This is an optimization exercise on Yosys and OpenROAD, whose aim is small area, a short achievable clock period and few clock cycles per item, not a production implementation. In this exercise RTL edits were held to simulation tests only and were not proved equivalent to the original. No activity file was given, so power comes from the tool's default toggle rates. The clock port is modelled as an ideal driver; clocking choices that lean on that would not hold on a real chip.

## flow/design.v (module list and top-level ports; edited modules follow where they fit)
// module sys_matmul_stream: 1039 lines
module sys_matmul_stream #(
  parameter int N      = 3,
  parameter int DW     = 8,
  parameter int ACC_W  = 2*DW + $clog2(N),
  parameter int SIGNED = 0
) (
  input  logic             CLK,
  input  logic             rst_n,
  input  logic             vld_in,
  output logic             rdy_in,
  input  logic [DW-1:0]    a,
  input  logic [DW-1:0]    b,
  input  logic             keep,
  output logic             vld_out,
  input  logic             rdy_out,
  output logic [ACC_W-1:0] c,
  output logic             last_out,
  output logic             busy,
  output logic [1:0]       dbg_state
);
  // ...
==> flow/flow/run.sh <==
#!/bin/bash
# Layout: the standard ORFS flow (standard.sh) with these changes:
#  * synthesis is the standard flow's script (synth_recipe.tcl: ORFS synthesis without fsm and share,
#    then flatten and rename) with one more option on Yosys's synth calls, -noabc, which
#    skips the generic "abc -fast" pass before ORFS extracts full adders; that pass turns
#    the adder tree's xor/majority logic into inverted forms, so the extracted adders
#    come out with an inverter on most of their outputs. Registers are unchanged.
#  * plain buffers (rather than delay cells) on the ports;
#  * clock tree synthesis without dummy loads.
# The flow's full output is in standard_run.log here; ORFS's per-step logs are under
# orfs/logs/.
set -euo pipefail
sed 's/yosys synth -nofsm -noshare /yosys synth -nofsm -noshare -noabc /' synth_recipe.tcl > synth_noabc.tcl
grep -q -- '-noabc' synth_noabc.tcl
sed 's|SYNTH_SCRIPT=[^ ]*synth_recipe.tcl|SYNTH_SCRIPT='"$PWD"'/synth_noabc.tcl|' standard.sh > standard_noabc.sh
grep -q 'synth_noabc.tcl' standard_noabc.sh
cat >> config.mk <<'CFG'
export SETUP_SLACK_MARGIN = 5.3
export BUFFER_PORTS_ARGS = -buffer_cell sky130_fd_sc_hd__buf_2
export CTS_ARGS = -sink_clustering_enable -repair_clock_nets -sink_clustering_size 30 -sink_clustering_max_diameter 100 -dont_use_dummy_load -sink_clustering_levels 1
CFG
bash standard_noabc.sh > standard_run.log 2>&1
==> flow/standard.sh <==
#!/bin/bash
# synth_recipe.tcl (not shown) runs the flow's synth.tcl, then flattens the netlist and writes it again
# the make line also repeats each setting of config.mk as NAME=value (left out here)
make -C /OpenROAD-flow-scripts/flow DESIGN_CONFIG=/design/flow/config.mk WORK_HOME=/design/flow/orfs CLKGATE_MAP_FILE= SYNTH_SCRIPT=/design/flow/synth_recipe.tcl "${@:-finish}"
==> flow/config.mk <==
export PLATFORM = sky130hd
export DESIGN_NAME = sys_matmul_stream
export DESIGN_NICKNAME = sys_matmul_stream
export VERILOG_FILES = /design/flow/design.v
export SDC_FILE = /design/flow/constraint.sdc
export NUM_CORES = 4
export LEC_CHECK = 0
export ABC_CLOCK_PERIOD_IN_PS = 2800
export CAP_MARGIN = 20
export CORE_MARGIN = 2
export CORE_UTILIZATION = 55
export CTS_CLUSTER_DIAMETER = 100
export CTS_CLUSTER_SIZE = 30
export SLEW_MARGIN = 20
export SETUP_SLACK_MARGIN = 5.3
export BUFFER_PORTS_ARGS = -buffer_cell sky130_fd_sc_hd__buf_2
export CTS_ARGS = -sink_clustering_enable -repair_clock_nets -sink_clustering_size 30 -sink_clustering_max_diameter 100 -dont_use_dummy_load -sink_clustering_levels 1
==> flow/constraint.sdc <==
create_clock -name core_clock -period 8.0 [get_ports {CLK}]
set_input_delay 1.6000 -clock core_clock [delete_from_list [all_inputs] [get_ports {CLK}]]
set_output_delay 1.6000 -clock core_clock [all_outputs]
set_load 0.01 [all_outputs]
==> metrics.yaml, run 1 <==
place:
  dpl-instance-area_sq_um: 20500
  placed_cells: 1948
  place.gp.congestion: 0.881
clock_network:
  htreeDepth: 1
  cts_buffers: 22
  cts.sinks: 560
  cts_setup_buffers: 7
final_layout:
  nonClkBufAreaFrac: 0.0188
  multi_input_area_sq_um: 8300
  fill_cells: 2888
  multi_input_area_share: 0.389
  n_all_buffers: 62
  stdcell_area_sq_um: 21300
  layout_commonest_cell: "dfxtp_1"
status:
  status: "complete, no violations"
grt:
  grt_pass1_vias: 10865
yosys:
  synth_cell_type_count: 62
  synth_edf_count: 24
  syn_avg_cell_area_sq_um: 13.4
  ys_warn_count: 9
  syn-cell-area_sq_um: 19900
  synth_nets: 1699
  synth-simple-area-share: 0.119
worst_setup_path:
  critPathLaunch: "c_r[14]"
  endpoint_kind: "output pin"
  cp_data_arrival_time_ns: 1.05
  crit_type: "reg -> out"
  r2r_end: "c_r[10]"
  r2r-start: "ph[1]"
timing:
  fmax_mhz: 377
  finClkSkew_ns: 0.0354
  period_needed_ns: 2.65
  finalHoldViolations: 0
detailed_routing:
  wl_met1_mm: 19.2
  post_drt_wl_per_cell_um: 19.2
die:
  rows: 69
power:
  p_seq_frac: 0.682
Testbench counts, summed over its fixed seeds: cycles 14,488, items 1,600.
==> module sys_matmul_stream, before the edit <==
module sys_matmul_stream #(
  parameter int N      = 3,
  parameter int DW     = 8,
  parameter int ACC_W  = 2*DW + $clog2(N),
  parameter int SIGNED = 0
) (
  input  logic             CLK,
  input  logic             rst_n,
  input  logic             vld_in,
  output logic             rdy_in,
  input  logic [DW-1:0]    a,
  input  logic [DW-1:0]    b,
  input  logic             keep,
  output logic             vld_out,
  input  logic             rdy_out,
  output logic [ACC_W-1:0] c,
  output logic             last_out,
  output logic             busy,
  output logic [1:0]       dbg_state
);
  function automatic logic [8:0] rot1(input logic [8:0] x);
    rot1 = {x[7:0], x[8]};
  endfunction
  function automatic logic [8:0] rot2(input logic [8:0] x);
    rot2 = {x[6:0], x[8:7]};
  endfunction
  function automatic logic [8:0] rotm2(input logic [8:0] x);
    rotm2 = {x[1:0], x[8:2]};
  endfunction
  logic [8:0] ph;           
  logic [8:0] lb;           
  logic       lpar;         
  logic       lkeep;        
  logic       have_prev;    
  logic       cact;         
  logic       ot;           
  logic       cfull;        
  logic [8:0] cp;           
  logic       cpar;
  logic       ckeep;
  logic [8:0] op;           
  logic [8:0] U;            
  logic       av, bv;       
  logic       cpass;        
  logic       r_rdy, r_vld, r_last, r_busy, r_dbg0;
  logic       r_nrdy, r_nvld;   
  logic [ACC_W-1:0] c_r;
  logic [DW-1:0] a_q, b_q;
  logic          v_q, wpar_q;
  logic [DW-1:0] R [9];
  logic [DW-1:0] E;
  logic [DW-1:0] W0b0 [2];      
  logic [DW-1:0] W0b1, W0b2;
  logic [DW-1:0] W1b0 [2];
  logic [DW-1:0] W1b1, W1b2;
  logic [DW-1:0] W2b0 [2];
  logic [DW-1:0] W2b1, W2b2;
  logic [ACC_W-1:0] L0s, L0c;
  logic [ACC_W-1:0] L [1:8];
  logic hs_in, hs_out;
  assign hs_in  = vld_in && !r_nrdy;
  assign hs_out = !r_nvld && rdy_out;
  logic [8:0] e_m;          
  logic       m_ready, m_fire;
  assign e_m = rot2(ph);
  assign m_ready = cfull || e_m[0] || ((e_m[1] || e_m[3] || e_m[4]) && lb[8]);
  assign m_fire  = cact && ot && m_ready && !U[6];
  logic [8:0] ph_n, lb_n, cp_n, op_n, U_n;
  logic       lpar_n, lkeep_n, have_prev_n, cact_n, cfull_n, cpar_n, ckeep_n;
  logic       idle, hold;
  logic       vld_n, rdy_n, busy_n;
  logic [ACC_W-1:0] L1_n;
  assign idle = lb[0] && !cact && !(|U) && !av && !bv;
  function automatic logic rdy_calc(input logic [8:0] ph_x, input logic [8:0] lb_x,
                                    input logic cact_x, input logic cfull_x,
                                    input logic [8:0] cp_x, input logic ot_x,
                                    input logic u3, input logic u4, input logic u5);
    logic [8:0] done_b;    
    done_b = 9'd0;
    if (lb_x[0])            done_b = 9'b111111110;
    if (lb_x[1])            done_b = 9'b111110000;
    if (lb_x[2])            done_b = 9'b110000000;
    if (lb_x[3] || lb_x[6]) done_b = 9'b110000000;
    if (lb_x[4] || lb_x[7]) done_b = 9'b100000000;
    rdy_calc = |(ph_x & lb_x) &&
               (!cact_x || !cfull_x || |(cp_x & done_b) || (ot_x && !u3 && !u4 && !u5));
  endfunction
  logic [8:0] cp_m;         
  logic       cact_m;
  logic [8:0] ph_h0;        
  logic       rdy_h1, rdy_h0, vld_o1, vld_o0, blk_o1, blk_o0, clr, busy_b;
  logic       cact_h1, cfull_h1;
  logic       ot_h;         
  logic [8:0] cp_h1;
  always_comb begin
    cp_m   = m_fire ? rot1(cp) : cp;
    ot_h   = m_fire || |(cp & rot1(rot2(ph)));
    cact_m = cact && !(m_fire && cp[8]);
    cact_h1  = cact_m || lb[6];
    cfull_h1 = lb[6] ? 1'b0 : (cfull || lb[8]);
    cp_h1    = lb[6] ? 9'd1 : cp_m;
    rdy_h1   = rdy_calc(rot1(ph), rot1(lb), cact_h1, cfull_h1, cp_h1, ot_h, U[3], U[4], U[5]);
    ph_h0    = (!have_prev && idle) ? 9'd1 : rot1(ph);
    rdy_h0   = rdy_calc(ph_h0, lb, cact_m, cfull, cp_m, ot_h, U[3], U[4], U[5]);
    blk_o1 = cact_m && !cfull && ((op[8] && !cp_m[0]) || (op[0] && cp_m[2]));
    blk_o0 = cact_m && !cfull && ((op[0] && !cp_m[0]) || (op[1] && cp_m[2]));
    vld_o1 = |(rot1(op) & rotm2(rot1(ph))) && U[0];
    vld_o0 = |(op & rotm2(rot1(ph))) && U[0];
    clr    = hs_in && (lb[6] || lb[8]);
    busy_b = !lb[0] || cact_m || (|U[8:2]) || U[0] || bv || m_fire || av;
  end
  always_comb begin
    hold        = !have_prev && idle && !hs_in;
    ph_n        = hold ? 9'd1 : rot1(ph);
    lb_n        = hs_in ? rot1(lb) : lb;
    lpar_n      = lpar ^ (hs_in && lb[8]);
    lkeep_n     = (hs_in && lb[0]) ? (keep && have_prev) : lkeep;
    have_prev_n = have_prev || (hs_in && lb[8]);
    cact_n      = cact_m;
    cp_n        = cp_m;
    cfull_n     = cfull;
    cpar_n      = cpar;
    ckeep_n     = ckeep;
    if (hs_in && lb[6]) begin
      cact_n  = 1'b1;
      cp_n    = 9'd1;
      cfull_n = 1'b0;
      cpar_n  = lpar;
      ckeep_n = lkeep;
    end
    if (hs_in && lb[8]) cfull_n = 1'b1;
    op_n   = hs_out ? rot1(op) : op;
    U_n    = {U[7:2], U[1] && !hs_out, U[0], bv || U[8]};
    vld_n  = hs_out ? (vld_o1 && (!blk_o1 || clr)) : (vld_o0 && (!blk_o0 || clr));
    rdy_n  = hs_in ? rdy_h1 : rdy_h0;
    busy_n = hs_in || busy_b || (U[1] && !hs_out);
  end
  always_ff @(posedge CLK) begin
    if (!rst_n) begin
      ph        <= 9'd1;
      lb        <= 9'd1;
      lpar      <= 1'b0;
      lkeep     <= 1'b0;
      have_prev <= 1'b0;
      cact      <= 1'b0;
      ot        <= 1'b0;
      cfull     <= 1'b0;
      cp        <= 9'd1;
      cpar      <= 1'b0;
      ckeep     <= 1'b0;
      op        <= 9'd1;
      U         <= '0;
      av        <= 1'b0;
      bv        <= 1'b0;
      v_q       <= 1'b0;
      r_rdy     <= 1'b1;
      r_vld     <= 1'b0;
      r_nvld    <= 1'b1;
      r_nrdy    <= 1'b0;
      r_last    <= 1'b0;
      r_busy    <= 1'b0;
      r_dbg0    <= 1'b0;
      c_r       <= '0;
    end else begin
      ph        <= ph_n;
      lb        <= lb_n;
      lpar      <= lpar_n;
      lkeep     <= lkeep_n;
      have_prev <= have_prev_n;
      cact      <= cact_n;
      ot        <= (hs_in && lb[6]) || ot_h;
      cfull     <= cfull_n;
      cp        <= cp_n;
      cpar      <= cpar_n;
      ckeep     <= ckeep_n;
      op        <= op_n;
      U         <= U_n;
      av        <= m_fire;
      bv        <= av;
      v_q       <= hs_in;
      r_rdy     <= rdy_n;
      r_vld     <= vld_n;
      r_nvld    <= !vld_n;
      r_nrdy    <= !rdy_n;
      r_last    <= hs_out ? (vld_o1 && (!blk_o1 || clr) && op[7]) : (vld_o0 && (!blk_o0 || clr) && op[8]);
      r_busy    <= busy_n;
      r_dbg0    <= !rdy_n && !vld_n;
      c_r       <= vld_n ? L1_n : '0;
    end
  end
  logic wb0, wb1, wb2;      
  assign wb0 = v_q && (ph[1] || ph[2] || ph[3]);
  assign wb1 = v_q && (ph[4] || ph[5] || ph[6]);
  assign wb2 = v_q && (ph[7] || ph[8] || ph[0]);
  always_ff @(posedge CLK) begin
    a_q    <= a;
    b_q    <= b;
    wpar_q <= lpar;
    cpass  <= ckeep || !m_fire;
    R[0]   <= v_q ? a_q : R[8];
    for (int i = 1; i < 9; i++) R[i] <= R[i-1];
    E      <= R[8];
    W0b0[0] <= W1b0[0];
    W0b0[1] <= W1b0[1];
    W0b1   <= W1b1;
    W0b2   <= W1b2;
    W1b0[0] <= W2b0[0];
    W1b0[1] <= W2b0[1];
    W1b1   <= W2b1;
    W1b2   <= W2b2;
    W2b0[0] <= (wb0 && !wpar_q) ? b_q : W0b0[0];
    W2b0[1] <= (wb0 &&  wpar_q) ? b_q : W0b0[1];
    W2b1    <= wb1 ? b_q : W0b1;
    W2b2    <= wb2 ? b_q : W0b2;
  end
  logic [DW-1:0] x0, x1, x2, y0, y1, y2;
  logic rs0, rs1, rs2;      
  logic fwd_a, fwd_b;
  assign rs0   = m_fire && ph[7];
  assign rs1   = m_fire && ph[1];
  assign rs2   = m_fire && ph[4];
  assign fwd_a = v_q && ph[7];
  assign fwd_b = v_q && (ph[7] || ph[8] || ph[0]);
  always_comb begin
    if (ph[7])      begin x0 = R[5]; x1 = R[2]; x2 = fwd_a ? a_q : R[8]; end
    else if (ph[1]) begin x0 = R[7]; x1 = R[4]; x2 = R[1]; end
    else            begin x0 = E;    x1 = R[6]; x2 = R[3]; end
    y0 = W0b0[cpar];
    y1 = W0b1;
    y2 = fwd_b ? b_q : W0b2;
  end
  logic [DW-1:0] X0, X1, X2, Y0, Y1, Y2;
  always_ff @(posedge CLK) begin
    if (rs0 || rs1 || rs2) begin
      X0 <= x0; X1 <= x1; X2 <= x2;
    end
    Y0 <= y0 & {DW{m_fire}};
    Y1 <= y1 & {DW{m_fire}};
    Y2 <= y2 & {DW{m_fire}};
  end
  logic [DW-1:0] pp0 [DW];
  logic [DW-1:0] pp1 [DW];
  logic [DW-1:0] pp2 [DW];
  logic [ACC_W-1:0] cpm;
  always_comb begin
    for (int i = 0; i < DW; i++) begin
      pp0[i] = X0[i] ? Y0 : '0;
      pp1[i] = X1[i] ? Y1 : '0;
      pp2[i] = X2[i] ? Y2 : '0;
    end
    cpm = cpass ? L[7] : '0;
  end
  logic [ACC_W-1:0] sum_r0, sum_r1;
  logic [1:0] ra0;
  logic [1:0] ra1;
  logic [0:0] ra2;
  logic [2:0] ra3;
  logic [3:0] ra4;
  logic [4:0] ra5;
  logic [5:0] ra6;
  logic [6:0] ra7;
  logic [7:0] ra8;
  logic [7:0] ra9;
  logic [6:0] ra10;
  logic [5:0] ra11;
  logic [4:0] ra12;
  logic [3:0] ra13;
  logic [2:0] ra14;
  logic [1:0] ra15;
  logic [1:0] ra16;
  logic [0:0] ra17;
  logic tas1;
  logic tac2;
  logic tas3;
  logic tac4;
  logic tas5;
  logic tac6;
  logic tas7;
  logic tac8;
  logic tas9;
  logic tac10;
  logic tas11;
  logic tac12;
  logic tas13;
  logic tac14;
  logic tas15;
  logic tac16;
  logic tas17;
  logic tac18;
  logic tas19;
  logic tac20;
  logic tas21;
  logic tac22;
  logic tas23;
  logic tac24;
  logic tas25;
  logic tac26;
  logic tas27;
  logic tac28;
  logic tas29;
  logic tac30;
  logic tas31;
  logic tac32;
  logic tas33;
  logic tac34;
  logic tas35;
  logic tac36;
  logic tas37;
  logic tac38;
  logic tas39;
  logic tac40;
  logic tas41;
  logic tac42;
  logic tas43;
  logic tac44;
  logic tas45;
  logic tac46;
  logic tas47;
  logic tac48;
  logic tas49;
  logic tac50;
  logic tas51;
  logic tac52;
  logic tas53;
  logic tac54;
  logic tas55;
  logic tac56;
  logic tas57;
  logic tac58;
  logic tas59;
  logic tac60;
  logic tas61;
  logic tac62;
  logic tas63;
  logic tac64;
  logic tas65;
  logic tac66;
  logic tas67;
  logic tac68;
  logic tas69;
  logic tac70;
  logic tas71;
  logic tac72;
  logic tas73;
  logic tac74;
  logic tas75;
  logic tac76;
  logic tas77;
  logic tac78;
  logic tas79;
  logic tac80;
  logic tas81;
  logic tac82;
  logic tas83;
  logic tac84;
  logic tas85;
  logic tac86;
  logic tas87;
  logic tac88;
  logic tas89;
  logic tac90;
  logic tas91;
  logic tac92;
  logic tas93;
  logic tac94;
  logic tas95;
  logic tac96;
  logic tas97;
  logic tac98;
  logic tas99;
  logic tac100;
  logic tas101;
  logic tac102;
  logic tas103;
  logic tac104;
  logic tas105;
  logic tac106;
  logic tas107;
  logic tac108;
  logic tas109;
  logic tac110;
  logic tas111;
  logic tac112;
  logic tas113;
  logic tac114;
  logic tas115;
  logic tac116;
  logic tas117;
  logic tac118;
  logic tas119;
  logic tac120;
  logic tas121;
  logic tac122;
  logic tas123;
  logic tac124;
  logic tas125;
  logic tac126;
  logic tas127;
  logic tac128;
  logic tas129;
  logic tac130;
  logic tas131;
  logic tac132;
  logic tas133;
  logic tac134;
  logic tas135;
  logic tac136;
  logic tas137;
  logic tac138;
  logic tas139;
  logic tac140;
  logic tas141;
  logic tac142;
  logic tas143;
  logic tac144;
  logic tas145;
  logic tac146;
  logic tas147;
  logic tac148;
  logic tas149;
  logic tac150;
  logic tas151;
  logic tac152;
  logic tas153;
  logic tac154;
  logic tas155;
  logic tac156;
  logic tas157;
  logic tac158;
  logic tas159;
  logic tac160;
  logic tas161;
  logic tac162;
  logic tas163;
  logic tac164;
  logic tas165;
  logic tac166;
  logic tas167;
  logic tac168;
  logic tas169;
  logic tac170;
  logic tas171;
  logic tac172;
  logic tas173;
  logic tac174;
  logic tas175;
  logic tac176;
  logic tas177;
  logic tac178;
  logic tas179;
  logic tac180;
  logic tas181;
  logic tac182;
  logic tas183;
  logic tac184;
  logic tas185;
  logic tac186;
  logic tas187;
  logic tac188;
  logic tas189;
  logic tac190;
  logic tas191;
  logic tac192;
  logic tas193;
  logic tac194;
  logic tas195;
  logic tac196;
  logic tas197;
  logic tac198;
  logic tas199;
  logic tac200;
  logic tas201;
  logic tac202;
  logic tas203;
  logic tac204;
  logic tas205;
  logic tac206;
  logic tas207;
  logic tac208;
  logic tas209;
  logic tac210;
  logic tas211;
  logic tac212;
  logic tas213;
  logic tac214;
  logic tas215;
  logic tac216;
  logic tas217;
  logic tac218;
  logic tas219;
  logic tac220;
  logic tas221;
  logic tac222;
  logic tas223;
  logic tac224;
  logic tas225;
  logic tac226;
  logic tas227;
  logic tac228;
  logic tas229;
  logic tac230;
  logic tas231;
  logic tac232;
  logic tas233;
  logic tac234;
  logic tas235;
  logic tac236;
  logic tas237;
  logic tac238;
  logic tas239;
  logic tac240;
  logic tas241;
  logic tac242;
  logic tas243;
  logic tac244;
  logic tas245;
  logic tac246;
  logic tas247;
  logic tac248;
  logic tas249;
  logic tac250;
  logic tas251;
  logic tac252;
  logic tas253;
  logic tac254;
  logic tas255;
  logic tac256;
  logic tas257;
  logic tac258;
  logic tas259;
  logic tac260;
  logic tas261;
  logic tac262;
  logic tas263;
  logic tac264;
  logic tas265;
  logic tac266;
  logic tas267;
  logic tac268;
  logic tbs269;
  logic tbc270;
  logic tbs271;
  logic tbc272;
  logic tbs273;
  logic tbc274;
  logic tbs275;
  logic tbc276;
  logic tbs277;
  logic tbc278;
  logic tbs279;
  logic tbc280;
  logic tbs281;
  logic tbc282;
  logic tbs283;
  logic tbc284;
  logic tbs285;
  logic tbc286;
  logic tbs287;
  logic tbc288;
  logic tbs289;
  logic tbc290;
  logic tbs291;
  logic tbc292;
  logic tbs293;
  logic tbc294;
  logic tbs295;
  logic tbc296;
  logic tbs297;
  logic tbc298;
  logic tbs299;
  logic tbc300;
  logic tbs301;
  logic tbc302;
  logic tbs303;
  logic tbc304;
  logic tbs305;
  logic tbc306;
  logic tbs307;
  logic tbc308;
  logic tbs309;
  logic tbc310;
  logic tbs311;
  logic tbc312;
  logic tbs313;
  logic tbc314;
  logic tbs315;
  logic tbc316;
  logic tbs317;
  logic tbc318;
  logic tbs319;
  logic tbc320;
  logic tbs321;
  logic tbc322;
  logic tbs323;
  logic tbc324;
  logic tbs325;
  logic tbc326;
  logic tbs327;
  logic tbc328;
  logic tbs329;
  logic tbc330;
  logic tbs331;
  logic tbc332;
  logic tbs333;
  logic tbc334;
  logic tbs335;
  logic tbc336;
  logic tbs337;
  logic tbc338;
  logic tbs339;
  logic tbc340;
  logic tbs341;
  logic tbc342;
  logic tbs343;
  logic tbc344;
  logic tbs345;
  logic tbc346;
  logic tbs347;
  logic tbc348;
  logic tbs349;
  logic tbc350;
  logic tbs351;
  logic tbc352;
  logic tbs353;
  logic tbc354;
  logic tbs355;
  logic tbc356;
  logic tbs357;
  logic tbc358;
  logic tbs359;
  logic tbc360;
  logic tbs361;
  logic tbc362;
  logic tbs363;
  logic tbc364;
  logic tbs365;
  logic tbc366;
  assign tas1 = pp0[0][0] ^ pp1[0][0] ^ pp2[0][0];
  assign tac2 = (pp0[0][0] & pp1[0][0]) | (pp0[0][0] & pp2[0][0]) | (pp1[0][0] & pp2[0][0]);
  assign tas3 = pp0[0][1] ^ pp0[1][0] ^ pp1[0][1];
  assign tac4 = (pp0[0][1] & pp0[1][0]) | (pp0[0][1] & pp1[0][1]) | (pp0[1][0] & pp1[0][1]);
  assign tas5 = pp1[1][0] ^ pp2[0][1] ^ pp2[1][0];
  assign tac6 = (pp1[1][0] & pp2[0][1]) | (pp1[1][0] & pp2[1][0]) | (pp2[0][1] & pp2[1][0]);
  assign tas7 = cpm[1] ^ tac2 ^ tas3;
  assign tac8 = (cpm[1] & tac2) | (cpm[1] & tas3) | (tac2 & tas3);
  assign tas9 = pp0[0][2] ^ pp0[1][1] ^ pp0[2][0];
  assign tac10 = (pp0[0][2] & pp0[1][1]) | (pp0[0][2] & pp0[2][0]) | (pp0[1][1] & pp0[2][0]);
  assign tas11 = pp1[0][2] ^ pp1[1][1] ^ pp1[2][0];
  assign tac12 = (pp1[0][2] & pp1[1][1]) | (pp1[0][2] & pp1[2][0]) | (pp1[1][1] & pp1[2][0]);
  assign tas13 = pp2[0][2] ^ pp2[1][1] ^ pp2[2][0];
  assign tac14 = (pp2[0][2] & pp2[1][1]) | (pp2[0][2] & pp2[2][0]) | (pp2[1][1] & pp2[2][0]);
  assign tas15 = cpm[2] ^ tac4 ^ tac6;
  assign tac16 = (cpm[2] & tac4) | (cpm[2] & tac6) | (tac4 & tac6);
  assign tas17 = tas9 ^ tas11 ^ tas13;
  assign tac18 = (tas9 & tas11) | (tas9 & tas13) | (tas11 & tas13);
  assign tas19 = tac8 ^ tas15 ^ tas17;
  assign tac20 = (tac8 & tas15) | (tac8 & tas17) | (tas15 & tas17);
  assign tas21 = pp0[0][3] ^ pp0[1][2] ^ pp0[2][1];
  assign tac22 = (pp0[0][3] & pp0[1][2]) | (pp0[0][3] & pp0[2][1]) | (pp0[1][2] & pp0[2][1]);
  assign tas23 = pp0[3][0] ^ pp1[0][3] ^ pp1[1][2];
  assign tac24 = (pp0[3][0] & pp1[0][3]) | (pp0[3][0] & pp1[1][2]) | (pp1[0][3] & pp1[1][2]);
  assign tas25 = pp1[2][1] ^ pp1[3][0] ^ pp2[0][3];
  assign tac26 = (pp1[2][1] & pp1[3][0]) | (pp1[2][1] & pp2[0][3]) | (pp1[3][0] & pp2[0][3]);
  assign tas27 = pp2[1][2] ^ pp2[2][1] ^ pp2[3][0];
  assign tac28 = (pp2[1][2] & pp2[2][1]) | (pp2[1][2] & pp2[3][0]) | (pp2[2][1] & pp2[3][0]);
  assign tas29 = cpm[3] ^ tac10 ^ tac12;
  assign tac30 = (cpm[3] & tac10) | (cpm[3] & tac12) | (tac10 & tac12);
  assign tas31 = tac14 ^ tas21 ^ tas23;
  assign tac32 = (tac14 & tas21) | (tac14 & tas23) | (tas21 & tas23);
  assign tas33 = tas25 ^ tas27 ^ tac16;
  assign tac34 = (tas25 & tas27) | (tas25 & tac16) | (tas27 & tac16);
  assign tas35 = tac18 ^ tas29 ^ tas31;
  assign tac36 = (tac18 & tas29) | (tac18 & tas31) | (tas29 & tas31);
  assign tas37 = pp0[0][4] ^ pp0[1][3] ^ pp0[2][2];
  assign tac38 = (pp0[0][4] & pp0[1][3]) | (pp0[0][4] & pp0[2][2]) | (pp0[1][3] & pp0[2][2]);
  assign tas39 = pp0[3][1] ^ pp0[4][0] ^ pp1[0][4];
  assign tac40 = (pp0[3][1] & pp0[4][0]) | (pp0[3][1] & pp1[0][4]) | (pp0[4][0] & pp1[0][4]);
  assign tas41 = pp1[1][3] ^ pp1[2][2] ^ pp1[3][1];
  assign tac42 = (pp1[1][3] & pp1[2][2]) | (pp1[1][3] & pp1[3][1]) | (pp1[2][2] & pp1[3][1]);
  assign tas43 = pp1[4][0] ^ pp2[0][4] ^ pp2[1][3];
  assign tac44 = (pp1[4][0] & pp2[0][4]) | (pp1[4][0] & pp2[1][3]) | (pp2[0][4] & pp2[1][3]);
  assign tas45 = pp2[2][2] ^ pp2[3][1] ^ pp2[4][0];
  assign tac46 = (pp2[2][2] & pp2[3][1]) | (pp2[2][2] & pp2[4][0]) | (pp2[3][1] & pp2[4][0]);
  assign tas47 = cpm[4] ^ tac22 ^ tac24;
  assign tac48 = (cpm[4] & tac22) | (cpm[4] & tac24) | (tac22 & tac24);
  assign tas49 = tac26 ^ tac28 ^ tas37;
  assign tac50 = (tac26 & tac28) | (tac26 & tas37) | (tac28 & tas37);
  assign tas51 = tas39 ^ tas41 ^ tas43;
  assign tac52 = (tas39 & tas41) | (tas39 & tas43) | (tas41 & tas43);
  assign tas53 = tas45 ^ tac30 ^ tac32;
  assign tac54 = (tas45 & tac30) | (tas45 & tac32) | (tac30 & tac32);
  assign tas55 = tas47 ^ tas49 ^ tas51;
  assign tac56 = (tas47 & tas49) | (tas47 & tas51) | (tas49 & tas51);
  assign tas57 = pp0[0][5] ^ pp0[1][4] ^ pp0[2][3];
  assign tac58 = (pp0[0][5] & pp0[1][4]) | (pp0[0][5] & pp0[2][3]) | (pp0[1][4] & pp0[2][3]);
  assign tas59 = pp0[3][2] ^ pp0[4][1] ^ pp0[5][0];
  assign tac60 = (pp0[3][2] & pp0[4][1]) | (pp0[3][2] & pp0[5][0]) | (pp0[4][1] & pp0[5][0]);
  assign tas61 = pp1[0][5] ^ pp1[1][4] ^ pp1[2][3];
  assign tac62 = (pp1[0][5] & pp1[1][4]) | (pp1[0][5] & pp1[2][3]) | (pp1[1][4] & pp1[2][3]);
  assign tas63 = pp1[3][2] ^ pp1[4][1] ^ pp1[5][0];
  assign tac64 = (pp1[3][2] & pp1[4][1]) | (pp1[3][2] & pp1[5][0]) | (pp1[4][1] & pp1[5][0]);
  assign tas65 = pp2[0][5] ^ pp2[1][4] ^ pp2[2][3];
  assign tac66 = (pp2[0][5] & pp2[1][4]) | (pp2[0][5] & pp2[2][3]) | (pp2[1][4] & pp2[2][3]);
  assign tas67 = pp2[3][2] ^ pp2[4][1] ^ pp2[5][0];
  assign tac68 = (pp2[3][2] & pp2[4][1]) | (pp2[3][2] & pp2[5][0]) | (pp2[4][1] & pp2[5][0]);
  assign tas69 = cpm[5] ^ tac38 ^ tac40;
  assign tac70 = (cpm[5] & tac38) | (cpm[5] & tac40) | (tac38 & tac40);
  assign tas71 = tac42 ^ tac44 ^ tac46;
  assign tac72 = (tac42 & tac44) | (tac42 & tac46) | (tac44 & tac46);
  assign tas73 = tas57 ^ tas59 ^ tas61;
  assign tac74 = (tas57 & tas59) | (tas57 & tas61) | (tas59 & tas61);
  assign tas75 = tas63 ^ tas65 ^ tas67;
  assign tac76 = (tas63 & tas65) | (tas63 & tas67) | (tas65 & tas67);
  assign tas77 = tac48 ^ tac50 ^ tac52;
  assign tac78 = (tac48 & tac50) | (tac48 & tac52) | (tac50 & tac52);
  assign tas79 = tas69 ^ tas71 ^ tas73;
  assign tac80 = (tas69 & tas71) | (tas69 & tas73) | (tas71 & tas73);
  assign tas81 = pp0[0][6] ^ pp0[1][5] ^ pp0[2][4];
  assign tac82 = (pp0[0][6] & pp0[1][5]) | (pp0[0][6] & pp0[2][4]) | (pp0[1][5] & pp0[2][4]);
  assign tas83 = pp0[3][3] ^ pp0[4][2] ^ pp0[5][1];
  assign tac84 = (pp0[3][3] & pp0[4][2]) | (pp0[3][3] & pp0[5][1]) | (pp0[4][2] & pp0[5][1]);
  assign tas85 = pp0[6][0] ^ pp1[0][6] ^ pp1[1][5];
  assign tac86 = (pp0[6][0] & pp1[0][6]) | (pp0[6][0] & pp1[1][5]) | (pp1[0][6] & pp1[1][5]);
  assign tas87 = pp1[2][4] ^ pp1[3][3] ^ pp1[4][2];
  assign tac88 = (pp1[2][4] & pp1[3][3]) | (pp1[2][4] & pp1[4][2]) | (pp1[3][3] & pp1[4][2]);
  assign tas89 = pp1[5][1] ^ pp1[6][0] ^ pp2[0][6];
  assign tac90 = (pp1[5][1] & pp1[6][0]) | (pp1[5][1] & pp2[0][6]) | (pp1[6][0] & pp2[0][6]);
  assign tas91 = pp2[1][5] ^ pp2[2][4] ^ pp2[3][3];
  assign tac92 = (pp2[1][5] & pp2[2][4]) | (pp2[1][5] & pp2[3][3]) | (pp2[2][4] & pp2[3][3]);
  assign tas93 = pp2[4][2] ^ pp2[5][1] ^ pp2[6][0];
  assign tac94 = (pp2[4][2] & pp2[5][1]) | (pp2[4][2] & pp2[6][0]) | (pp2[5][1] & pp2[6][0]);
  assign tas95 = cpm[6] ^ tac58 ^ tac60;
  assign tac96 = (cpm[6] & tac58) | (cpm[6] & tac60) | (tac58 & tac60);
  assign tas97 = tac62 ^ tac64 ^ tac66;
  assign tac98 = (tac62 & tac64) | (tac62 & tac66) | (tac64 & tac66);
  assign tas99 = tac68 ^ tas81 ^ tas83;
  assign tac100 = (tac68 & tas81) | (tac68 & tas83) | (tas81 & tas83);
  assign tas101 = tas85 ^ tas87 ^ tas89;
  assign tac102 = (tas85 & tas87) | (tas85 & tas89) | (tas87 & tas89);
  assign tas103 = tas91 ^ tas93 ^ tac70;
  assign tac104 = (tas91 & tas93) | (tas91 & tac70) | (tas93 & tac70);
  assign tas105 = tac72 ^ tac74 ^ tac76;
  assign tac106 = (tac72 & tac74) | (tac72 & tac76) | (tac74 & tac76);
  assign tas107 = tas95 ^ tas97 ^ tas99;
  assign tac108 = (tas95 & tas97) | (tas95 & tas99) | (tas97 & tas99);
  assign tas109 = pp0[0][7] ^ pp0[1][6] ^ pp0[2][5];
  assign tac110 = (pp0[0][7] & pp0[1][6]) | (pp0[0][7] & pp0[2][5]) | (pp0[1][6] & pp0[2][5]);
  assign tas111 = pp0[3][4] ^ pp0[4][3] ^ pp0[5][2];
  assign tac112 = (pp0[3][4] & pp0[4][3]) | (pp0[3][4] & pp0[5][2]) | (pp0[4][3] & pp0[5][2]);
  assign tas113 = pp0[6][1] ^ pp0[7][0] ^ pp1[0][7];
  assign tac114 = (pp0[6][1] & pp0[7][0]) | (pp0[6][1] & pp1[0][7]) | (pp0[7][0] & pp1[0][7]);
  assign tas115 = pp1[1][6] ^ pp1[2][5] ^ pp1[3][4];
  assign tac116 = (pp1[1][6] & pp1[2][5]) | (pp1[1][6] & pp1[3][4]) | (pp1[2][5] & pp1[3][4]);
  assign tas117 = pp1[4][3] ^ pp1[5][2] ^ pp1[6][1];
  assign tac118 = (pp1[4][3] & pp1[5][2]) | (pp1[4][3] & pp1[6][1]) | (pp1[5][2] & pp1[6][1]);
  assign tas119 = pp1[7][0] ^ pp2[0][7] ^ pp2[1][6];
  assign tac120 = (pp1[7][0] & pp2[0][7]) | (pp1[7][0] & pp2[1][6]) | (pp2[0][7] & pp2[1][6]);
  assign tas121 = pp2[2][5] ^ pp2[3][4] ^ pp2[4][3];
  assign tac122 = (pp2[2][5] & pp2[3][4]) | (pp2[2][5] & pp2[4][3]) | (pp2[3][4] & pp2[4][3]);
  assign tas123 = pp2[5][2] ^ pp2[6][1] ^ pp2[7][0];
  assign tac124 = (pp2[5][2] & pp2[6][1]) | (pp2[5][2] & pp2[7][0]) | (pp2[6][1] & pp2[7][0]);
  assign tas125 = cpm[7] ^ tac82 ^ tac84;
  assign tac126 = (cpm[7] & tac82) | (cpm[7] & tac84) | (tac82 & tac84);
  assign tas127 = tac86 ^ tac88 ^ tac90;
  assign tac128 = (tac86 & tac88) | (tac86 & tac90) | (tac88 & tac90);
  assign tas129 = tac92 ^ tac94 ^ tas109;
  assign tac130 = (tac92 & tac94) | (tac92 & tas109) | (tac94 & tas109);
  assign tas131 = tas111 ^ tas113 ^ tas115;
  assign tac132 = (tas111 & tas113) | (tas111 & tas115) | (tas113 & tas115);
  assign tas133 = tas117 ^ tas119 ^ tas121;
  assign tac134 = (tas117 & tas119) | (tas117 & tas121) | (tas119 & tas121);
  assign tas135 = tas123 ^ tac96 ^ tac98;
  assign tac136 = (tas123 & tac96) | (tas123 & tac98) | (tac96 & tac98);
  assign tas137 = tac100 ^ tac102 ^ tas125;
  assign tac138 = (tac100 & tac102) | (tac100 & tas125) | (tac102 & tas125);
  assign tas139 = tas127 ^ tas129 ^ tas131;
  assign tac140 = (tas127 & tas129) | (tas127 & tas131) | (tas129 & tas131);
  assign tas141 = pp0[1][7] ^ pp0[2][6] ^ pp0[3][5];
  assign tac142 = (pp0[1][7] & pp0[2][6]) | (pp0[1][7] & pp0[3][5]) | (pp0[2][6] & pp0[3][5]);
  assign tas143 = pp0[4][4] ^ pp0[5][3] ^ pp0[6][2];
  assign tac144 = (pp0[4][4] & pp0[5][3]) | (pp0[4][4] & pp0[6][2]) | (pp0[5][3] & pp0[6][2]);
  assign tas145 = pp0[7][1] ^ pp1[1][7] ^ pp1[2][6];
  assign tac146 = (pp0[7][1] & pp1[1][7]) | (pp0[7][1] & pp1[2][6]) | (pp1[1][7] & pp1[2][6]);
  assign tas147 = pp1[3][5] ^ pp1[4][4] ^ pp1[5][3];
  assign tac148 = (pp1[3][5] & pp1[4][4]) | (pp1[3][5] & pp1[5][3]) | (pp1[4][4] & pp1[5][3]);
  assign tas149 = pp1[6][2] ^ pp1[7][1] ^ pp2[1][7];
  assign tac150 = (pp1[6][2] & pp1[7][1]) | (pp1[6][2] & pp2[1][7]) | (pp1[7][1] & pp2[1][7]);
  assign tas151 = pp2[2][6] ^ pp2[3][5] ^ pp2[4][4];
  assign tac152 = (pp2[2][6] & pp2[3][5]) | (pp2[2][6] & pp2[4][4]) | (pp2[3][5] & pp2[4][4]);
  assign tas153 = pp2[5][3] ^ pp2[6][2] ^ pp2[7][1];
  assign tac154 = (pp2[5][3] & pp2[6][2]) | (pp2[5][3] & pp2[7][1]) | (pp2[6][2] & pp2[7][1]);
  assign tas155 = cpm[8] ^ tac110 ^ tac112;
  assign tac156 = (cpm[8] & tac110) | (cpm[8] & tac112) | (tac110 & tac112);
  assign tas157 = tac114 ^ tac116 ^ tac118;
  assign tac158 = (tac114 & tac116) | (tac114 & tac118) | (tac116 & tac118);
  assign tas159 = tac120 ^ tac122 ^ tac124;
  assign tac160 = (tac120 & tac122) | (tac120 & tac124) | (tac122 & tac124);
  assign tas161 = tas141 ^ tas143 ^ tas145;
  assign tac162 = (tas141 & tas143) | (tas141 & tas145) | (tas143 & tas145);
  assign tas163 = tas147 ^ tas149 ^ tas151;
  assign tac164 = (tas147 & tas149) | (tas147 & tas151) | (tas149 & tas151);
  assign tas165 = tas153 ^ tac126 ^ tac128;
  assign tac166 = (tas153 & tac126) | (tas153 & tac128) | (tac126 & tac128);
  assign tas167 = tac130 ^ tac132 ^ tac134;
  assign tac168 = (tac130 & tac132) | (tac130 & tac134) | (tac132 & tac134);
  assign tas169 = tas155 ^ tas157 ^ tas159;
  assign tac170 = (tas155 & tas157) | (tas155 & tas159) | (tas157 & tas159);
  assign tas171 = pp0[2][7] ^ pp0[3][6] ^ pp0[4][5];
  assign tac172 = (pp0[2][7] & pp0[3][6]) | (pp0[2][7] & pp0[4][5]) | (pp0[3][6] & pp0[4][5]);
  assign tas173 = pp0[5][4] ^ pp0[6][3] ^ pp0[7][2];
  assign tac174 = (pp0[5][4] & pp0[6][3]) | (pp0[5][4] & pp0[7][2]) | (pp0[6][3] & pp0[7][2]);
  assign tas175 = pp1[2][7] ^ pp1[3][6] ^ pp1[4][5];
  assign tac176 = (pp1[2][7] & pp1[3][6]) | (pp1[2][7] & pp1[4][5]) | (pp1[3][6] & pp1[4][5]);
  assign tas177 = pp1[5][4] ^ pp1[6][3] ^ pp1[7][2];
  assign tac178 = (pp1[5][4] & pp1[6][3]) | (pp1[5][4] & pp1[7][2]) | (pp1[6][3] & pp1[7][2]);
  assign tas179 = pp2[2][7] ^ pp2[3][6] ^ pp2[4][5];
  assign tac180 = (pp2[2][7] & pp2[3][6]) | (pp2[2][7] & pp2[4][5]) | (pp2[3][6] & pp2[4][5]);
  assign tas181 = pp2[5][4] ^ pp2[6][3] ^ pp2[7][2];
  assign tac182 = (pp2[5][4] & pp2[6][3]) | (pp2[5][4] & pp2[7][2]) | (pp2[6][3] & pp2[7][2]);
  assign tas183 = cpm[9] ^ tac142 ^ tac144;
  assign tac184 = (cpm[9] & tac142) | (cpm[9] & tac144) | (tac142 & tac144);
  assign tas185 = tac146 ^ tac148 ^ tac150;
  assign tac186 = (tac146 & tac148) | (tac146 & tac150) | (tac148 & tac150);
  assign tas187 = tac152 ^ tac154 ^ tas171;
  assign tac188 = (tac152 & tac154) | (tac152 & tas171) | (tac154 & tas171);
  assign tas189 = tas173 ^ tas175 ^ tas177;
  assign tac190 = (tas173 & tas175) | (tas173 & tas177) | (tas175 & tas177);
  assign tas191 = tas179 ^ tas181 ^ tac156;
  assign tac192 = (tas179 & tas181) | (tas179 & tac156) | (tas181 & tac156);
  assign tas193 = tac158 ^ tac160 ^ tac162;
  assign tac194 = (tac158 & tac160) | (tac158 & tac162) | (tac160 & tac162);
  assign tas195 = tac164 ^ tas183 ^ tas185;
  assign tac196 = (tac164 & tas183) | (tac164 & tas185) | (tas183 & tas185);
  assign tas197 = pp0[3][7] ^ pp0[4][6] ^ pp0[5][5];
  assign tac198 = (pp0[3][7] & pp0[4][6]) | (pp0[3][7] & pp0[5][5]) | (pp0[4][6] & pp0[5][5]);
  assign tas199 = pp0[6][4] ^ pp0[7][3] ^ pp1[3][7];
  assign tac200 = (pp0[6][4] & pp0[7][3]) | (pp0[6][4] & pp1[3][7]) | (pp0[7][3] & pp1[3][7]);
  assign tas201 = pp1[4][6] ^ pp1[5][5] ^ pp1[6][4];
  assign tac202 = (pp1[4][6] & pp1[5][5]) | (pp1[4][6] & pp1[6][4]) | (pp1[5][5] & pp1[6][4]);
  assign tas203 = pp1[7][3] ^ pp2[3][7] ^ pp2[4][6];
  assign tac204 = (pp1[7][3] & pp2[3][7]) | (pp1[7][3] & pp2[4][6]) | (pp2[3][7] & pp2[4][6]);
  assign tas205 = pp2[5][5] ^ pp2[6][4] ^ pp2[7][3];
  assign tac206 = (pp2[5][5] & pp2[6][4]) | (pp2[5][5] & pp2[7][3]) | (pp2[6][4] & pp2[7][3]);
  assign tas207 = cpm[10] ^ tac172 ^ tac174;
  assign tac208 = (cpm[10] & tac172) | (cpm[10] & tac174) | (tac172 & tac174);
  assign tas209 = tac176 ^ tac178 ^ tac180;
  assign tac210 = (tac176 & tac178) | (tac176 & tac180) | (tac178 & tac180);
  assign tas211 = tac182 ^ tas197 ^ tas199;
  assign tac212 = (tac182 & tas197) | (tac182 & tas199) | (tas197 & tas199);
  assign tas213 = tas201 ^ tas203 ^ tas205;
  assign tac214 = (tas201 & tas203) | (tas201 & tas205) | (tas203 & tas205);
  assign tas215 = tac184 ^ tac186 ^ tac188;
  assign tac216 = (tac184 & tac186) | (tac184 & tac188) | (tac186 & tac188);
  assign tas217 = tac190 ^ tas207 ^ tas209;
  assign tac218 = (tac190 & tas207) | (tac190 & tas209) | (tas207 & tas209);
  assign tas219 = pp0[4][7] ^ pp0[5][6] ^ pp0[6][5];
  assign tac220 = (pp0[4][7] & pp0[5][6]) | (pp0[4][7] & pp0[6][5]) | (pp0[5][6] & pp0[6][5]);
  assign tas221 = pp0[7][4] ^ pp1[4][7] ^ pp1[5][6];
  assign tac222 = (pp0[7][4] & pp1[4][7]) | (pp0[7][4] & pp1[5][6]) | (pp1[4][7] & pp1[5][6]);
  assign tas223 = pp1[6][5] ^ pp1[7][4] ^ pp2[4][7];
  assign tac224 = (pp1[6][5] & pp1[7][4]) | (pp1[6][5] & pp2[4][7]) | (pp1[7][4] & pp2[4][7]);
  assign tas225 = pp2[5][6] ^ pp2[6][5] ^ pp2[7][4];
  assign tac226 = (pp2[5][6] & pp2[6][5]) | (pp2[5][6] & pp2[7][4]) | (pp2[6][5] & pp2[7][4]);
  assign tas227 = cpm[11] ^ tac198 ^ tac200;
  assign tac228 = (cpm[11] & tac198) | (cpm[11] & tac200) | (tac198 & tac200);
  assign tas229 = tac202 ^ tac204 ^ tac206;
  assign tac230 = (tac202 & tac204) | (tac202 & tac206) | (tac204 & tac206);
  assign tas231 = tas219 ^ tas221 ^ tas223;
  assign tac232 = (tas219 & tas221) | (tas219 & tas223) | (tas221 & tas223);
  assign tas233 = tas225 ^ tac208 ^ tac210;
  assign tac234 = (tas225 & tac208) | (tas225 & tac210) | (tac208 & tac210);
  assign tas235 = tac212 ^ tac214 ^ tas227;
  assign tac236 = (tac212 & tac214) | (tac212 & tas227) | (tac214 & tas227);
  assign tas237 = pp0[5][7] ^ pp0[6][6] ^ pp0[7][5];
  assign tac238 = (pp0[5][7] & pp0[6][6]) | (pp0[5][7] & pp0[7][5]) | (pp0[6][6] & pp0[7][5]);
  assign tas239 = pp1[5][7] ^ pp1[6][6] ^ pp1[7][5];
  assign tac240 = (pp1[5][7] & pp1[6][6]) | (pp1[5][7] & pp1[7][5]) | (pp1[6][6] & pp1[7][5]);
  assign tas241 = pp2[5][7] ^ pp2[6][6] ^ pp2[7][5];
  assign tac242 = (pp2[5][7] & pp2[6][6]) | (pp2[5][7] & pp2[7][5]) | (pp2[6][6] & pp2[7][5]);
  assign tas243 = cpm[12] ^ tac220 ^ tac222;
  assign tac244 = (cpm[12] & tac220) | (cpm[12] & tac222) | (tac220 & tac222);
  assign tas245 = tac224 ^ tac226 ^ tas237;
  assign tac246 = (tac224 & tac226) | (tac224 & tas237) | (tac226 & tas237);
  assign tas247 = tas239 ^ tas241 ^ tac228;
  assign tac248 = (tas239 & tas241) | (tas239 & tac228) | (tas241 & tac228);
  assign tas249 = tac230 ^ tac232 ^ tas243;
  assign tac250 = (tac230 & tac232) | (tac230 & tas243) | (tac232 & tas243);
  assign tas251 = pp0[6][7] ^ pp0[7][6] ^ pp1[6][7];
  assign tac252 = (pp0[6][7] & pp0[7][6]) | (pp0[6][7] & pp1[6][7]) | (pp0[7][6] & pp1[6][7]);
  assign tas253 = pp1[7][6] ^ pp2[6][7] ^ pp2[7][6];
  assign tac254 = (pp1[7][6] & pp2[6][7]) | (pp1[7][6] & pp2[7][6]) | (pp2[6][7] & pp2[7][6]);
  assign tas255 = cpm[13] ^ tac238 ^ tac240;
  assign tac256 = (cpm[13] & tac238) | (cpm[13] & tac240) | (tac238 & tac240);
  assign tas257 = tac242 ^ tas251 ^ tas253;
  assign tac258 = (tac242 & tas251) | (tac242 & tas253) | (tas251 & tas253);
  assign tas259 = tac244 ^ tac246 ^ tas255;
  assign tac260 = (tac244 & tac246) | (tac244 & tas255) | (tac246 & tas255);
  assign tas261 = pp0[7][7] ^ pp1[7][7] ^ pp2[7][7];
  assign tac262 = (pp0[7][7] & pp1[7][7]) | (pp0[7][7] & pp2[7][7]) | (pp1[7][7] & pp2[7][7]);
  assign tas263 = cpm[14] ^ tac252 ^ tac254;
  assign tac264 = (cpm[14] & tac252) | (cpm[14] & tac254) | (tac252 & tac254);
  assign tas265 = tas261 ^ tac256 ^ tac258;
  assign tac266 = (tas261 & tac256) | (tas261 & tac258) | (tac256 & tac258);
  assign tas267 = cpm[15] ^ tac262 ^ tac264;
  assign tac268 = (cpm[15] & tac262) | (cpm[15] & tac264) | (tac262 & tac264);
  always_ff @(posedge CLK) begin
    ra0 <= {tas1, cpm[0]};
    ra1 <= {tas7, tas5};
    ra2 <= {tas19};
    ra3 <= {tas35, tas33, tac20};
    ra4 <= {tas55, tas53, tac36, tac34};
    ra5 <= {tas79, tas77, tac56, tac54, tas75};
    ra6 <= {tas107, tas105, tas103, tac80, tac78, tas101};
    ra7 <= {tas139, tas137, tas135, tac108, tac106, tac104, tas133};
    ra8 <= {tas169, tas167, tas165, tac140, tac138, tac136, tas163, tas161};
    ra9 <= {tas195, tas193, tas191, tac170, tac168, tac166, tas189, tas187};
    ra10 <= {tas217, tas215, tac196, tac194, tac192, tas213, tas211};
    ra11 <= {tas235, tas233, tac218, tac216, tas231, tas229};
    ra12 <= {tas249, tas247, tac236, tac234, tas245};
    ra13 <= {tas259, tac250, tac248, tas257};
    ra14 <= {tas265, tac260, tas263};
    ra15 <= {tas267, tac266};
    ra16 <= {tac268, cpm[16]};
    ra17 <= {cpm[17]};
  end
  assign tbs269 = ra7[0] ^ ra7[1];
  assign tbc270 = ra7[0] & ra7[1];
  assign tbs271 = ra8[0] ^ ra8[1] ^ ra8[2];
  assign tbc272 = (ra8[0] & ra8[1]) | (ra8[0] & ra8[2]) | (ra8[1] & ra8[2]);
  assign tbs273 = ra8[3] ^ ra8[4];
  assign tbc274 = ra8[3] & ra8[4];
  assign tbs275 = ra9[0] ^ ra9[1] ^ ra9[2];
  assign tbc276 = (ra9[0] & ra9[1]) | (ra9[0] & ra9[2]) | (ra9[1] & ra9[2]);
  assign tbs277 = ra9[3] ^ ra9[4] ^ ra9[5];
  assign tbc278 = (ra9[3] & ra9[4]) | (ra9[3] & ra9[5]) | (ra9[4] & ra9[5]);
  assign tbs279 = ra10[0] ^ ra10[1] ^ ra10[2];
  assign tbc280 = (ra10[0] & ra10[1]) | (ra10[0] & ra10[2]) | (ra10[1] & ra10[2]);
  assign tbs281 = ra10[3] ^ ra10[4];
  assign tbc282 = ra10[3] & ra10[4];
  assign tbs283 = ra11[0] ^ ra11[1] ^ ra11[2];
  assign tbc284 = (ra11[0] & ra11[1]) | (ra11[0] & ra11[2]) | (ra11[1] & ra11[2]);
  assign tbs285 = ra5[0] ^ ra5[1];
  assign tbc286 = ra5[0] & ra5[1];
  assign tbs287 = ra6[0] ^ ra6[1] ^ ra6[2];
  assign tbc288 = (ra6[0] & ra6[1]) | (ra6[0] & ra6[2]) | (ra6[1] & ra6[2]);
  assign tbs289 = ra6[3] ^ ra6[4];
  assign tbc290 = ra6[3] & ra6[4];
  assign tbs291 = ra7[2] ^ ra7[3] ^ ra7[4];
  assign tbc292 = (ra7[2] & ra7[3]) | (ra7[2] & ra7[4]) | (ra7[3] & ra7[4]);
  assign tbs293 = ra7[5] ^ ra7[6] ^ tbs269;
  assign tbc294 = (ra7[5] & ra7[6]) | (ra7[5] & tbs269) | (ra7[6] & tbs269);
  assign tbs295 = ra8[5] ^ ra8[6] ^ ra8[7];
  assign tbc296 = (ra8[5] & ra8[6]) | (ra8[5] & ra8[7]) | (ra8[6] & ra8[7]);
  assign tbs297 = tbs271 ^ tbs273 ^ tbc270;
  assign tbc298 = (tbs271 & tbs273) | (tbs271 & tbc270) | (tbs273 & tbc270);
  assign tbs299 = ra9[6] ^ ra9[7] ^ tbs275;
  assign tbc300 = (ra9[6] & ra9[7]) | (ra9[6] & tbs275) | (ra9[7] & tbs275);
  assign tbs301 = tbs277 ^ tbc272 ^ tbc274;
  assign tbc302 = (tbs277 & tbc272) | (tbs277 & tbc274) | (tbc272 & tbc274);
  assign tbs303 = ra10[5] ^ ra10[6] ^ tbs279;
  assign tbc304 = (ra10[5] & ra10[6]) | (ra10[5] & tbs279) | (ra10[6] & tbs279);
  assign tbs305 = tbs281 ^ tbc276 ^ tbc278;
  assign tbc306 = (tbs281 & tbc276) | (tbs281 & tbc278) | (tbc276 & tbc278);
  assign tbs307 = ra11[3] ^ ra11[4] ^ ra11[5];
  assign tbc308 = (ra11[3] & ra11[4]) | (ra11[3] & ra11[5]) | (ra11[4] & ra11[5]);
  assign tbs309 = tbs283 ^ tbc280 ^ tbc282;
  assign tbc310 = (tbs283 & tbc280) | (tbs283 & tbc282) | (tbc280 & tbc282);
  assign tbs311 = ra12[0] ^ ra12[1] ^ ra12[2];
  assign tbc312 = (ra12[0] & ra12[1]) | (ra12[0] & ra12[2]) | (ra12[1] & ra12[2]);
  assign tbs313 = ra12[3] ^ ra12[4] ^ tbc284;
  assign tbc314 = (ra12[3] & ra12[4]) | (ra12[3] & tbc284) | (ra12[4] & tbc284);
  assign tbs315 = ra13[0] ^ ra13[1] ^ ra13[2];
  assign tbc316 = (ra13[0] & ra13[1]) | (ra13[0] & ra13[2]) | (ra13[1] & ra13[2]);
  assign tbs317 = ra4[0] ^ ra4[1];
  assign tbc318 = ra4[0] & ra4[1];
  assign tbs319 = ra5[2] ^ ra5[3] ^ ra5[4];
  assign tbc320 = (ra5[2] & ra5[3]) | (ra5[2] & ra5[4]) | (ra5[3] & ra5[4]);
  assign tbs321 = ra6[5] ^ tbs287 ^ tbs289;
  assign tbc322 = (ra6[5] & tbs287) | (ra6[5] & tbs289) | (tbs287 & tbs289);
  assign tbs323 = tbs291 ^ tbs293 ^ tbc288;
  assign tbc324 = (tbs291 & tbs293) | (tbs291 & tbc288) | (tbs293 & tbc288);
  assign tbs325 = tbs295 ^ tbs297 ^ tbc292;
  assign tbc326 = (tbs295 & tbs297) | (tbs295 & tbc292) | (tbs297 & tbc292);
  assign tbs327 = tbs299 ^ tbs301 ^ tbc296;
  assign tbc328 = (tbs299 & tbs301) | (tbs299 & tbc296) | (tbs301 & tbc296);
  assign tbs329 = tbs303 ^ tbs305 ^ tbc300;
  assign tbc330 = (tbs303 & tbs305) | (tbs303 & tbc300) | (tbs305 & tbc300);
  assign tbs331 = tbs307 ^ tbs309 ^ tbc304;
  assign tbc332 = (tbs307 & tbs309) | (tbs307 & tbc304) | (tbs309 & tbc304);
  assign tbs333 = tbs311 ^ tbs313 ^ tbc308;
  assign tbc334 = (tbs311 & tbs313) | (tbs311 & tbc308) | (tbs313 & tbc308);
  assign tbs335 = ra13[3] ^ tbs315 ^ tbc312;
  assign tbc336 = (ra13[3] & tbs315) | (ra13[3] & tbc312) | (tbs315 & tbc312);
  assign tbs337 = ra14[0] ^ ra14[1] ^ ra14[2];
  assign tbc338 = (ra14[0] & ra14[1]) | (ra14[0] & ra14[2]) | (ra14[1] & ra14[2]);
  assign tbs339 = ra3[0] ^ ra3[1];
  assign tbc340 = ra3[0] & ra3[1];
  assign tbs341 = ra4[2] ^ ra4[3] ^ tbs317;
  assign tbc342 = (ra4[2] & ra4[3]) | (ra4[2] & tbs317) | (ra4[3] & tbs317);
  assign tbs343 = tbs285 ^ tbs319 ^ tbc318;
  assign tbc344 = (tbs285 & tbs319) | (tbs285 & tbc318) | (tbs319 & tbc318);
  assign tbs345 = tbc286 ^ tbs321 ^ tbc320;
  assign tbc346 = (tbc286 & tbs321) | (tbc286 & tbc320) | (tbs321 & tbc320);
  assign tbs347 = tbc290 ^ tbs323 ^ tbc322;
  assign tbc348 = (tbc290 & tbs323) | (tbc290 & tbc322) | (tbs323 & tbc322);
  assign tbs349 = tbc294 ^ tbs325 ^ tbc324;
  assign tbc350 = (tbc294 & tbs325) | (tbc294 & tbc324) | (tbs325 & tbc324);
  assign tbs351 = tbc298 ^ tbs327 ^ tbc326;
  assign tbc352 = (tbc298 & tbs327) | (tbc298 & tbc326) | (tbs327 & tbc326);
  assign tbs353 = tbc302 ^ tbs329 ^ tbc328;
  assign tbc354 = (tbc302 & tbs329) | (tbc302 & tbc328) | (tbs329 & tbc328);
  assign tbs355 = tbc306 ^ tbs331 ^ tbc330;
  assign tbc356 = (tbc306 & tbs331) | (tbc306 & tbc330) | (tbs331 & tbc330);
  assign tbs357 = tbc310 ^ tbs333 ^ tbc332;
  assign tbc358 = (tbc310 & tbs333) | (tbc310 & tbc332) | (tbs333 & tbc332);
  assign tbs359 = tbc314 ^ tbs335 ^ tbc334;
  assign tbc360 = (tbc314 & tbs335) | (tbc314 & tbc334) | (tbs335 & tbc334);
  assign tbs361 = tbc316 ^ tbs337 ^ tbc336;
  assign tbc362 = (tbc316 & tbs337) | (tbc316 & tbc336) | (tbs337 & tbc336);
  assign tbs363 = ra15[0] ^ ra15[1] ^ tbc338;
  assign tbc364 = (ra15[0] & ra15[1]) | (ra15[0] & tbc338) | (ra15[1] & tbc338);
  assign tbs365 = ra16[0] ^ ra16[1];
  assign tbc366 = ra16[0] & ra16[1];
  assign sum_r0 = {ra17[0], tbs365, tbs363, tbs361, tbs359, tbs357, tbs355, tbs353, tbs351, tbs349, tbs347, tbs345, tbs343, tbs341, ra3[2], ra2[0], ra1[0], ra0[0]};
  assign sum_r1 = {tbc366, tbc364, tbc362, tbc360, tbc358, tbc356, tbc354, tbc352, tbc350, tbc348, tbc346, tbc344, tbc342, tbc340, tbs339, 1'b0, ra1[1], ra0[1]};
  assign L1_n = L0s + L0c;
  always_ff @(posedge CLK) begin
    L0s  <= sum_r0;
    L0c  <= sum_r1;
    L[1] <= L1_n;
    for (int i = 2; i <= 8; i++) L[i] <= L[i-1];
  end
  assign rdy_in    = r_rdy;
  assign vld_out   = r_vld;
  assign last_out  = r_last;
  assign busy      = r_busy;
  assign dbg_state = {r_vld, r_dbg0};
  assign c         = c_r;
endmodule
==> inputs of run 2 (changes only) <==
--- a/flow/design.v
+++ b/flow/design.v
@@ -88,7 +88,7 @@
   logic [8:0] cp_m;         
   logic       cact_m;
   logic [8:0] ph_h0;        
-  logic       rdy_h1, rdy_h0, vld_o1, vld_o0, blk_o1, blk_o0, clr, busy_b;
+  logic       rdy_h1, rdy_h0, avail, blk, clr, busy_b, load, keep_c;
   logic       cact_h1, cfull_h1;
   logic       ot_h;         
   logic [8:0] cp_h1;
@@ -102,12 +102,10 @@
     rdy_h1   = rdy_calc(rot1(ph), rot1(lb), cact_h1, cfull_h1, cp_h1, ot_h, U[3], U[4], U[5]);
     ph_h0    = (!have_prev && idle) ? 9'd1 : rot1(ph);
     rdy_h0   = rdy_calc(ph_h0, lb, cact_m, cfull, cp_m, ot_h, U[3], U[4], U[5]);
-    blk_o1 = cact_m && !cfull && ((op[8] && !cp_m[0]) || (op[0] && cp_m[2]));
-    blk_o0 = cact_m && !cfull && ((op[0] && !cp_m[0]) || (op[1] && cp_m[2]));
-    vld_o1 = |(rot1(op) & rotm2(rot1(ph))) && U[0];
-    vld_o0 = |(op & rotm2(rot1(ph))) && U[0];
+    blk    = cact_m && !cfull && ((op[0] && !cp_m[0]) || (op[1] && cp_m[2]));
+    avail  = |(op & rotm2(rot1(ph))) && U[0];
     clr    = hs_in && (lb[6] || lb[8]);
-    busy_b = !lb[0] || cact_m || (|U[8:2]) || U[0] || bv || m_fire || av;
+    busy_b = !lb[0] || cact_m || (|U) || bv || m_fire || av;
   end
   always_comb begin
     hold        = !have_prev && idle && !hs_in;
@@ -129,11 +127,13 @@
       ckeep_n = lkeep;
     end
     if (hs_in && lb[8]) cfull_n = 1'b1;
-    op_n   = hs_out ? rot1(op) : op;
-    U_n    = {U[7:2], U[1] && !hs_out, U[0], bv || U[8]};
-    vld_n  = hs_out ? (vld_o1 && (!blk_o1 || clr)) : (vld_o0 && (!blk_o0 || clr));
+    keep_c = !r_nvld && !rdy_out;
+    load   = !keep_c && avail && (!blk || clr);
+    op_n   = load ? rot1(op) : op;
+    U_n    = {U[7:1], U[0] && !load, bv || U[8]};
+    vld_n  = keep_c || load;
     rdy_n  = hs_in ? rdy_h1 : rdy_h0;
-    busy_n = hs_in || busy_b || (U[1] && !hs_out);
+    busy_n = hs_in || busy_b || vld_n;
   end
   always_ff @(posedge CLK) begin
     if (!rst_n) begin
@@ -182,10 +182,10 @@
       r_vld     <= vld_n;
       r_nvld    <= !vld_n;
       r_nrdy    <= !rdy_n;
-      r_last    <= hs_out ? (vld_o1 && (!blk_o1 || clr) && op[7]) : (vld_o0 && (!blk_o0 || clr) && op[8]);
+      r_last    <= keep_c ? r_last : (load && op[8]);
       r_busy    <= busy_n;
       r_dbg0    <= !rdy_n && !vld_n;
-      c_r       <= vld_n ? L1_n : '0;
+      c_r       <= keep_c ? c_r : (load ? L1_n : '0);
     end
   end
   logic wb0, wb1, wb2;      
--- a/flow/flow/run.sh
+++ b/flow/flow/run.sh
@@ -15,8 +15,8 @@
 sed 's|SYNTH_SCRIPT=[^ ]*synth_recipe.tcl|SYNTH_SCRIPT='"$PWD"'/synth_noabc.tcl|' standard.sh > standard_noabc.sh
 grep -q 'synth_noabc.tcl' standard_noabc.sh
 cat >> config.mk <<'CFG'
-export SETUP_SLACK_MARGIN = 5.3
+export SETUP_SLACK_MARGIN = 5.4
 export BUFFER_PORTS_ARGS = -buffer_cell sky130_fd_sc_hd__buf_2
-export CTS_ARGS = -sink_clustering_enable -repair_clock_nets -sink_clustering_size 30 -sink_clustering_max_diameter 100 -dont_use_dummy_load -sink_clustering_levels 1
+export CTS_ARGS = -sink_clustering_enable -repair_clock_nets -sink_clustering_size 30 -sink_clustering_max_diameter 100 -dont_use_dummy_load
 CFG
 bash standard_noabc.sh > standard_run.log 2>&1
--- a/flow/config.mk
+++ b/flow/config.mk
@@ -12,6 +12,6 @@
 export CTS_CLUSTER_DIAMETER = 100
 export CTS_CLUSTER_SIZE = 30
 export SLEW_MARGIN = 20
-export SETUP_SLACK_MARGIN = 5.3
+export SETUP_SLACK_MARGIN = 5.4
 export BUFFER_PORTS_ARGS = -buffer_cell sky130_fd_sc_hd__buf_2
-export CTS_ARGS = -sink_clustering_enable -repair_clock_nets -sink_clustering_size 30 -sink_clustering_max_diameter 100 -dont_use_dummy_load -sink_clustering_levels 1
+export CTS_ARGS = -sink_clustering_enable -repair_clock_nets -sink_clustering_size 30 -sink_clustering_max_diameter 100 -dont_use_dummy_load
==> run 2 against run 1 <==
Net effect:
- clock skew is 0.00080 ns lower
- die area is 0.36% lower
- largest cell class unchanged
- critical endpoint is now dbg_state[0]
- synthesized cell count is the same
==> metrics.yaml, run 2 <==
power:
  p_sw_mw: 0.907
  p_seq_frac: 0.681  # about the same
  switching_share: 0.205
  internal-power_mw: 3.51
clock_network:
  clockBufferDepth: 3
  cts.sinks: 560  # unchanged
  cts_buffers: 22  # unchanged
  htreeDepth: 1  # unchanged
timing:
  rsz0062_at_grt: "yes"
  worstMarginPinSlew_ns: 0.811
  period_needed_ns: 2.62  # -0.0323 ns
  finalHoldViolations: 0  # unchanged
  fmax_mhz: 382  # +1.2%
  fin_setup_tns_ns: 0
  finClkSkew_ns: 0.0346  # -0.000804 ns
worst_setup_path:
  critPathMaxFanout: 1
  cpPeakStageDelay_ns: 0.33
  cp_data_arrival_time_ns: 1.02  # -0.03 ns
  crit_chain: "buf_2"
  slowest_stage: "dfxtp_1"
  endpoint_kind: "output pin"
  crit_type: "reg -> out"
  critPathRequiredTime_ns: 6.40
flow_run:
  cap_violations: 0
grt:
  grt_start_max_net_pins: 56
  grt_pass1_vias: 10714  # -1.4%
  gr-total-overflow: 0
  grt_pass1_wl_mm: 60.7
yosys:
  syn_avg_cell_area_sq_um: 13.4  # -0.37%
  async_reset_ff_frac: 0
  ys_seq_area_frac: 0.578
  synth_cell_type_count: 60  # -3.2%
  synth_nets: 1699  # unchanged
  syn-cell-area_sq_um: 19800  # -0.37%
  synth_edf_count: 24  # unchanged
  synthTopCellsByArea: "dfxtp_1 (54%), fa_1 (18%), and2_1 (7.7%)"
  ys_warn_count: 9  # unchanged
final_layout:
  final_cell_mix: "dfxtp_1 (511), and2_1 (244), fa_1 (176), nand2_1 (69), nor2_1 (58)"
  diodes: 0
  layout.cells.non_filler: 1990
  layout.nets: 1752
  layout_commonest_cell: "dfxtp_1"
die:
  rows: 69  # unchanged
  core-area_sq_um: 35500
  die_area_sq_um: 37500
status:
  status: "complete, no violations"
place:
  placed_cells: 1950  # +0.10%
  place.gp.congestion: 0.899  # +2.1%
detailed_routing:
  post_drt_wl_per_cell_um: 19.2  # about the same
## run 2: cell types whose count changed after synthesis, moves of 4 or more
cell | previous run | this run
nor2b_1 | 9 | 3
mux2i_1 | 34 | 42
o211a_1 | 8 | 0
nand2_1 | 82 | 69
a22oi_1 | 9 | 25
nor2b_2 | 5 | 0
o21ai_0 | 37 | 28
nor2_1 | 35 | 61
a21oi_1 | 43 | 36
inv_1 | 11 | 7
a211oi_1 | 4 | 9
## run 2: cells by family (layout without fill, tap and decap cells)
| logic type | after synthesis | in the layout | share of synthesized area |
|---|---|---|---|
| flops | 560 | 560 | 0.578 |
| compound gates | 142 | 143 | 0.0483 |
| xor+xnor | 15 | 15 | 0.00663 |
| buf+inv | 48 | 98 | 0.0105 |
| simple gates | 430 | 430 | 0.119 |
| mux | 83 | 83 | 0.0445 |
| fa+ha+maj | 200 | 200 | 0.193 |
## run 2: stage by stage
step / hold slack [ns] / area, sq um / setup WS [ns] / power, mW / util
CTS: 0.333 / 21400 / 5.35 / 4.47 / 0.602
detailed placement: 0.312 / 20500 / 4.22 / 3.20 / 0.577
global placement: 0.310 / 20500 / 4.23 / 3.20 / 0.577
finish: 0.330 / 21500 / 5.38 / 4.42 / 0.606
global route: 0.334 / 21500 / 5.35 / 4.59 / 0.606
floorplan: 0.310 / 19800 / 5.42 / 3.15 / -
## run 2: worst reg2reg max path: stages (launching register included)
cell,delay (ns)
dfxtp_4,0.40
o31ai_4,0.29
a211o_1,0.21
buf_12,0.11
mux2_2,0.35
a22o_4,0.31
a31oi_4,0.31
clkbuf_16,0.23
mux2i_1,0.18
nor2_1,0.05
## run 2: final cells by class
class | count | area [sq um]
clock buffer | 22 | 551
fill | 2859 | 14000
inverter | 7 | 26.3
multi-input combinational | 871 | 8260
sequential | 560 | 11500
tap | 461 | 577
timing repair buffer | 69 | 614
## run 2: worst paths after layout
check	startpoint	to	slack (ns)	cells after the start
min	W2b1[1]	W1b1[1]	0.33	0
max reg2reg	ph[8]	op[2]	5.47	9
max	r_dbg0	dbg_state[0]	5.38	1
min reg2reg	W2b1[1]	W1b1[1]	0.33	0
## run 2: repair_timing
action,4_1_cts,5_1_grt
pin swaps,3,5
setup buffers,12,4
setup endpoints to repair,106,55
resized for setup,50,25
gates cloned,1,1
## run 2: metal layers
metal | vias up | routed length, um | track usage
met5 | - | 0 | 0
met4 | 0 | 1120 | 0.0605
met3 | 59 | 1190 | 0.0250
met2 | 173 | 16800 | 0.312
met1 | 5157 | 19000 | 0.312
li1 | 4952 | - | -
## run 2: power groups by stage
stage / clock (mW) / sequential, mW / combinational [mW]
2_1_floorplan: 0 / 3.05 / 0.0933
3_3_place_gp: 0 / 3.08 / 0.121
3_5_place_dp: 0 / 3.08 / 0.120
4_1_cts: 1.32 / 3.01 / 0.133
5_1_grt: 1.41 / 3.03 / 0.147
6_report: 1.28 / 3.01 / 0.133
Testbench counts of run 2, summed over its fixed seeds: cycles 14,488, items 1,600.
